This is an optimization exercise on Yosys and OpenROAD, whose aim is small area, not a production implementation.
The RTL was checked by simulation tests, not by an equivalence proof against the original design.
Power figures rest on the tool's default switching activity, not on a simulated workload.

==> trial 84 <==
// tcp_engine
module tcp_engine (
     input  logic           clk
    ,input  logic           reset
    ,input  logic           rx_hdr_val
    ,input  logic   [1:0]   rx_hdr_flowid
    ,input  logic   [31:0]  rx_hdr_seq
    ,input  logic   [31:0]  rx_hdr_ack
    ,input  logic   [7:0]   rx_hdr_flags
    ,input  logic   [15:0]  rx_hdr_len
    ,output logic           rx_hdr_rdy
    ,output logic           rx_dst_val
    ,output logic   [1:0]   rx_dst_flowid
    ,output logic           rx_dst_accept
    ,output logic   [15:0]  rx_dst_len
    ,input  logic           rx_dst_rdy
    ,input  logic           app_tx_tail_wr_val
    ,input  logic   [1:0]   app_tx_tail_wr_flowid
    ,input  logic   [31:0]  app_tx_tail_wr_data
    ,input  logic           conn_init_val
    ,input  logic   [1:0]   conn_init_flowid
    ,input  logic   [31:0]  conn_init_snd_isn
    ,input  logic   [31:0]  conn_init_rcv_isn
    ,output logic           tx_pkt_val
    ,output logic   [1:0]   tx_pkt_flowid
    ,output logic   [31:0]  tx_pkt_seq
    ,output logic   [31:0]  tx_pkt_ack
    ,output logic   [7:0]   tx_pkt_flags
    ,output logic   [15:0]  tx_pkt_len
    ,input  logic           tx_pkt_rdy
);
export LEC_CHECK = 0
export ABC_AREA = 0
export CAP_MARGIN = 20
export CORE_MARGIN = 2
export CORE_UTILIZATION = 55
export SLEW_MARGIN = 20
export SYNTH_HIERARCHICAL = 1
export SYNTH_MINIMUM_KEEP_SIZE = 0
create_clock -name core_clock -period 15.0 [get_ports {clk}]
standard.sh (not shown) runs the stock make flow with config.mk's settings and CLKGATE_MAP_FILE= SYNTH_SCRIPT=/design/flow/synth_recipe.tcl, a recipe that flattens the netlist after the stock synthesis.
==> flow/flow/run.sh <==
#!/bin/bash
# Layout flow: the standard ORFS flow (standard.sh, standard synthesis
# unchanged), with two changes to how the layout is made:
#  - ports are buffered with the smallest buffer (buf_1) instead of the
#    default clkdlybuf4s50_1;
#  - the clock tree is built without dummy loads, with clkbuf_16 buffers
#    on clusters of at most 24 sinks within 70 um.
# make's full output goes to standard.log; ORFS writes each step's log under
# orfs/logs/.
set -euo pipefail
export BUFFER_PORTS_ARGS="-buffer_cell sky130_fd_sc_hd__buf_1"
export CTS_ARGS="-sink_clustering_enable -repair_clock_nets -dont_use_dummy_load -buf_list sky130_fd_sc_hd__clkbuf_16 -sink_clustering_size 24 -sink_clustering_max_diameter 70"
bash standard.sh > standard.log 2>&1
==> inputs of build 8, as changes to trial 84 <==
--- a/flow/design.v
+++ b/flow/design.v
@@ -175,30 +175,38 @@
         logic ok;
         ok = (t_x[6] == lt8({2'b0, t_tail_lo}, {2'b0, t_nxt[5:0]}));
         for (int i = 7; i < 32; i++)
             ok = ok & (t_x[i] ^ ~(t_nxt[i-1] & t_x[i-1]));
         rem_hi0 = ok;
     end
-    assign win_left = add8(~t_off, 8'd129);
+    logic [7:0] wl_neg;
+    assign wl_neg   = add8({2'b0, ~t_off[5:0]}, 8'd1);
+    assign win_left = {2'b0, wl_neg[5:0]};
     always_comb begin
         logic [7:0] m;
         m = rem_hi0 ? {2'b00, remain[5:0]} : 8'd64;
-        if (lt8(win_left, m)) m = win_left;
+        if (t_off[6] && (t_off[5:0] != 6'd0) && lt8(win_left, m)) m = win_left;
         seg_len = m[6:0];
     end
     logic prio_r, lock_r, sel_r;
     logic sel_free, sel;
     logic ack_rdy;
     assign sel_free   = (ack_val && t_send) ? prio_r : t_send;
     assign sel        = lock_r ? sel_r : sel_free;
     assign tx_pkt_val = sel ? t_send : ack_val;
     assign ack_rdy    = tx_pkt_rdy && !sel;
     assign take       = t_send && tx_pkt_rdy && sel;
-    assign tx_pkt_flowid = sel ? tfid_r : rfid_r;
-    assign tx_pkt_seq    = sel ? tseq_r : ra_r;
-    assign tx_pkt_ack    = sel ? tack_r : rb_r;
+    logic sel_n;
+    assign sel_n = ~sel;
+    for (genvar b = 0; b < 32; b++) begin : g_out
+        ao22 u_seq (.a1(sel), .b1(tseq_r[b]), .a2(sel_n), .b2(ra_r[b]), .y(tx_pkt_seq[b]));
+        ao22 u_ack (.a1(sel), .b1(tack_r[b]), .a2(sel_n), .b2(rb_r[b]), .y(tx_pkt_ack[b]));
+    end
+    for (genvar b = 0; b < 2; b++) begin : g_out_fid
+        ao22 u_fid (.a1(sel), .b1(tfid_r[b]), .a2(sel_n), .b2(rfid_r[b]), .y(tx_pkt_flowid[b]));
+    end
     assign tx_pkt_flags  = {3'b000, 1'b1, sel, 3'b000};
     assign tx_pkt_len    = sel ? {9'd0, tlen_r} : 16'd0;
     assign rx_dst_val    = dst_val;
     assign rx_dst_flowid = rfid_r;
     assign rx_dst_accept = racc_r;
     assign rx_dst_len    = rlen_r;
@@ -259,30 +267,32 @@
             tack_r <= t_rcv;
             tlen_r <= seg_len;
         end
     end
     logic [31:0] snd_isn, rcv_isn;
     logic        ua_same;
-    assign snd_isn = reset ? 32'd0 : conn_init_snd_isn;
-    assign rcv_isn = reset ? 32'd0 : conn_init_rcv_isn;
+    assign snd_isn = conn_init_snd_isn;
+    assign rcv_isn = conn_init_rcv_isn;
     assign nxt_new = add32(t_nxt, {25'd0, tlen_r});
     assign ua_same = proc && ack_ok && (rfid_r == tfid_r);
     assign off_new = ua_same ? add8(ack_dist[7:0], {1'b0, tlen_r}) : add8(t_off, {1'b0, tlen_r});
     logic [3:0] s_ini, s_rcv, s_nxt, s_tail, s_una;
     logic [3:0] h_rcv, h_nxt, h_tail, h_off;
     always_comb begin
+        logic ini;
         for (int i = 0; i < 4; i++) begin
-            s_ini[i]  = reset || (conn_init_val && conn_init_flowid == 2'(i));
-            s_rcv[i]  = !s_ini[i] && proc && in_order && rfid_r == 2'(i);
-            s_nxt[i]  = !s_ini[i] && take && tfid_r == 2'(i);
-            s_tail[i] = !s_ini[i] && app_tx_tail_wr_val && app_tx_tail_wr_flowid == 2'(i);
-            s_una[i]  = !s_ini[i] && !s_nxt[i] && proc && ack_ok && rfid_r == 2'(i);
-            h_rcv[i]  = !(s_ini[i] || s_rcv[i]);
-            h_nxt[i]  = !(s_ini[i] || s_nxt[i]);
-            h_tail[i] = !(s_ini[i] || s_tail[i]);
-            h_off[i]  = !(s_ini[i] || s_nxt[i] || s_una[i]);
+            ini       = conn_init_val && conn_init_flowid == 2'(i);
+            s_ini[i]  = !reset && ini;
+            s_rcv[i]  = !reset && !ini && proc && in_order && rfid_r == 2'(i);
+            s_nxt[i]  = !reset && !ini && take && tfid_r == 2'(i);
+            s_tail[i] = !reset && !ini && app_tx_tail_wr_val && app_tx_tail_wr_flowid == 2'(i);
+            s_una[i]  = !reset && !ini && !s_nxt[i] && proc && ack_ok && rfid_r == 2'(i);
+            h_rcv[i]  = !reset && !(ini || s_rcv[i]);
+            h_nxt[i]  = !reset && !(ini || s_nxt[i]);
+            h_tail[i] = !reset && !(ini || s_tail[i]);
+            h_off[i]  = !reset && !(ini || s_nxt[i] || s_una[i]);
         end
     end
     logic [31:0] rcv_d  [4];
     logic [31:0] nxt_d  [4];
     logic [31:0] tail_d [4];
     logic [7:0]  off_d  [4];
@@ -345,6 +355,12 @@
 module nd2 (
      input  logic a, b
     ,output logic y
 );
     assign y = ~(a & b);
 endmodule
+module ao22 (
+     input  logic a1, b1, a2, b2
+    ,output logic y
+);
+    assign y = (a1 & b1) | (a2 & b2);
+endmodule
CELL_PAD_IN_SITES_DETAIL_PLACEMENT = 1   (was default)
CELL_PAD_IN_SITES_GLOBAL_PLACEMENT = 1   (was default)
CORE_UTILIZATION = 45   (was 55)
PLACE_DENSITY = 0.55   (was default)
==> inputs of trial 72, as changes to trial 84 <==
--- a/flow/design.v
+++ b/flow/design.v
@@ -190,15 +190,21 @@
     logic ack_rdy;
     assign sel_free   = (ack_val && t_send) ? prio_r : t_send;
     assign sel        = lock_r ? sel_r : sel_free;
     assign tx_pkt_val = sel ? t_send : ack_val;
     assign ack_rdy    = tx_pkt_rdy && !sel;
     assign take       = t_send && tx_pkt_rdy && sel;
-    assign tx_pkt_flowid = sel ? tfid_r : rfid_r;
-    assign tx_pkt_seq    = sel ? tseq_r : ra_r;
-    assign tx_pkt_ack    = sel ? tack_r : rb_r;
+    logic sel_n;
+    assign sel_n = ~sel;
+    for (genvar b = 0; b < 32; b++) begin : g_out
+        ao22 u_seq (.a1(sel), .b1(tseq_r[b]), .a2(sel_n), .b2(ra_r[b]), .y(tx_pkt_seq[b]));
+        ao22 u_ack (.a1(sel), .b1(tack_r[b]), .a2(sel_n), .b2(rb_r[b]), .y(tx_pkt_ack[b]));
+    end
+    for (genvar b = 0; b < 2; b++) begin : g_out_fid
+        ao22 u_fid (.a1(sel), .b1(tfid_r[b]), .a2(sel_n), .b2(rfid_r[b]), .y(tx_pkt_flowid[b]));
+    end
     assign tx_pkt_flags  = {3'b000, 1'b1, sel, 3'b000};
     assign tx_pkt_len    = sel ? {9'd0, tlen_r} : 16'd0;
     assign rx_dst_val    = dst_val;
     assign rx_dst_flowid = rfid_r;
     assign rx_dst_accept = racc_r;
     assign rx_dst_len    = rlen_r;
@@ -259,30 +265,32 @@
             tack_r <= t_rcv;
             tlen_r <= seg_len;
         end
     end
     logic [31:0] snd_isn, rcv_isn;
     logic        ua_same;
-    assign snd_isn = reset ? 32'd0 : conn_init_snd_isn;
-    assign rcv_isn = reset ? 32'd0 : conn_init_rcv_isn;
+    assign snd_isn = conn_init_snd_isn;
+    assign rcv_isn = conn_init_rcv_isn;
     assign nxt_new = add32(t_nxt, {25'd0, tlen_r});
     assign ua_same = proc && ack_ok && (rfid_r == tfid_r);
     assign off_new = ua_same ? add8(ack_dist[7:0], {1'b0, tlen_r}) : add8(t_off, {1'b0, tlen_r});
     logic [3:0] s_ini, s_rcv, s_nxt, s_tail, s_una;
     logic [3:0] h_rcv, h_nxt, h_tail, h_off;
     always_comb begin
+        logic ini;
         for (int i = 0; i < 4; i++) begin
-            s_ini[i]  = reset || (conn_init_val && conn_init_flowid == 2'(i));
-            s_rcv[i]  = !s_ini[i] && proc && in_order && rfid_r == 2'(i);
-            s_nxt[i]  = !s_ini[i] && take && tfid_r == 2'(i);
-            s_tail[i] = !s_ini[i] && app_tx_tail_wr_val && app_tx_tail_wr_flowid == 2'(i);
-            s_una[i]  = !s_ini[i] && !s_nxt[i] && proc && ack_ok && rfid_r == 2'(i);
-            h_rcv[i]  = !(s_ini[i] || s_rcv[i]);
-            h_nxt[i]  = !(s_ini[i] || s_nxt[i]);
-            h_tail[i] = !(s_ini[i] || s_tail[i]);
-            h_off[i]  = !(s_ini[i] || s_nxt[i] || s_una[i]);
+            ini       = conn_init_val && conn_init_flowid == 2'(i);
+            s_ini[i]  = !reset && ini;
+            s_rcv[i]  = !reset && !ini && proc && in_order && rfid_r == 2'(i);
+            s_nxt[i]  = !reset && !ini && take && tfid_r == 2'(i);
+            s_tail[i] = !reset && !ini && app_tx_tail_wr_val && app_tx_tail_wr_flowid == 2'(i);
+            s_una[i]  = !reset && !ini && !s_nxt[i] && proc && ack_ok && rfid_r == 2'(i);
+            h_rcv[i]  = !reset && !(ini || s_rcv[i]);
+            h_nxt[i]  = !reset && !(ini || s_nxt[i]);
+            h_tail[i] = !reset && !(ini || s_tail[i]);
+            h_off[i]  = !reset && !(ini || s_nxt[i] || s_una[i]);
         end
     end
     logic [31:0] rcv_d  [4];
     logic [31:0] nxt_d  [4];
     logic [31:0] tail_d [4];
     logic [7:0]  off_d  [4];
@@ -345,6 +353,12 @@
 module nd2 (
      input  logic a, b
     ,output logic y
 );
     assign y = ~(a & b);
 endmodule
+module ao22 (
+     input  logic a1, b1, a2, b2
+    ,output logic y
+);
+    assign y = (a1 & b1) | (a2 & b2);
+endmodule
CELL_PAD_IN_SITES_DETAIL_PLACEMENT = 1   (was default)
CELL_PAD_IN_SITES_GLOBAL_PLACEMENT = 1   (was default)
CORE_UTILIZATION = 45   (was 55)
PLACE_DENSITY = 0.55   (was default)
==> qor summary <==
	trial 84	trial 72	build 8
End-of-flow core utilization	62.22%	51.67%	51.60%
Logic depth of the worst register-to-register path	45	44	43
Depth of the critical timing path with buffers and inverters included	45	44	43
Total half-perimeter wirelength after legalization and detailed placement	74.57 mm	85.31 mm	83.95 mm
Number of buffers inserted during clock tree synthesis	38	43	42
Detailed-route wire length on metal 1	42.40 mm	49.01 mm	49.30 mm
Power drawn by the combinational cells	1.56 mW	1.11 mW	1.12 mW
Area of the die	55490 um2	66170 um2	66040 um2
Share of power burned in the clock network	22.2%	26.9%	26.8%
Sw Share	38.83%	36.65%	36.78%
Result of the run	no timing/DRC/antenna violations	no timing/DRC/antenna violations	no timing/DRC/antenna violations
Logic pwr share	34.6%	27.8%	27.9%
Post-Synth Simple-Gate Area	10.22%	8.971%	9.027%
Router iterations before antenna repair	15	13	14
Seq pwr share	43.2%	45.3%	45.3%
Worst clock skew	0.05581 ns	0.06216 ns	0.06877 ns
Placed cell count	3990	4085	4074
GR met2 Demand/Resource	64.25%	63.56%	64.79%

==> separate check: timing with driven ports <==
Ports are ideal in the flow. The routed layouts listed here were re-timed in OpenROAD. Step 1, drivers: a clkbuf_16 drives clk and a buf_2 each remaining input, both assumed. Step 2 moves the port delays by t, midway between the first and last clock arrival at a register: inputs arrive t later, outputs are due t later. That takes back most of the time a late clock gives input paths. Three values: ideal ports, drivers, drivers and shift; two values: the first two.
run | t (ns) | slack for setup (ns) | worst setup path after step 2
trial 84 | 0.655 | 2.097 / 2.097 / 2.097 | register to register
build 8 | 0.675 | 1.710 / 1.710 / 1.710 | register to register
trial 72 | 0.663 | 1.941 / 1.941 / 1.941 | register to register
After both steps setup and hold are still met in every run listed.
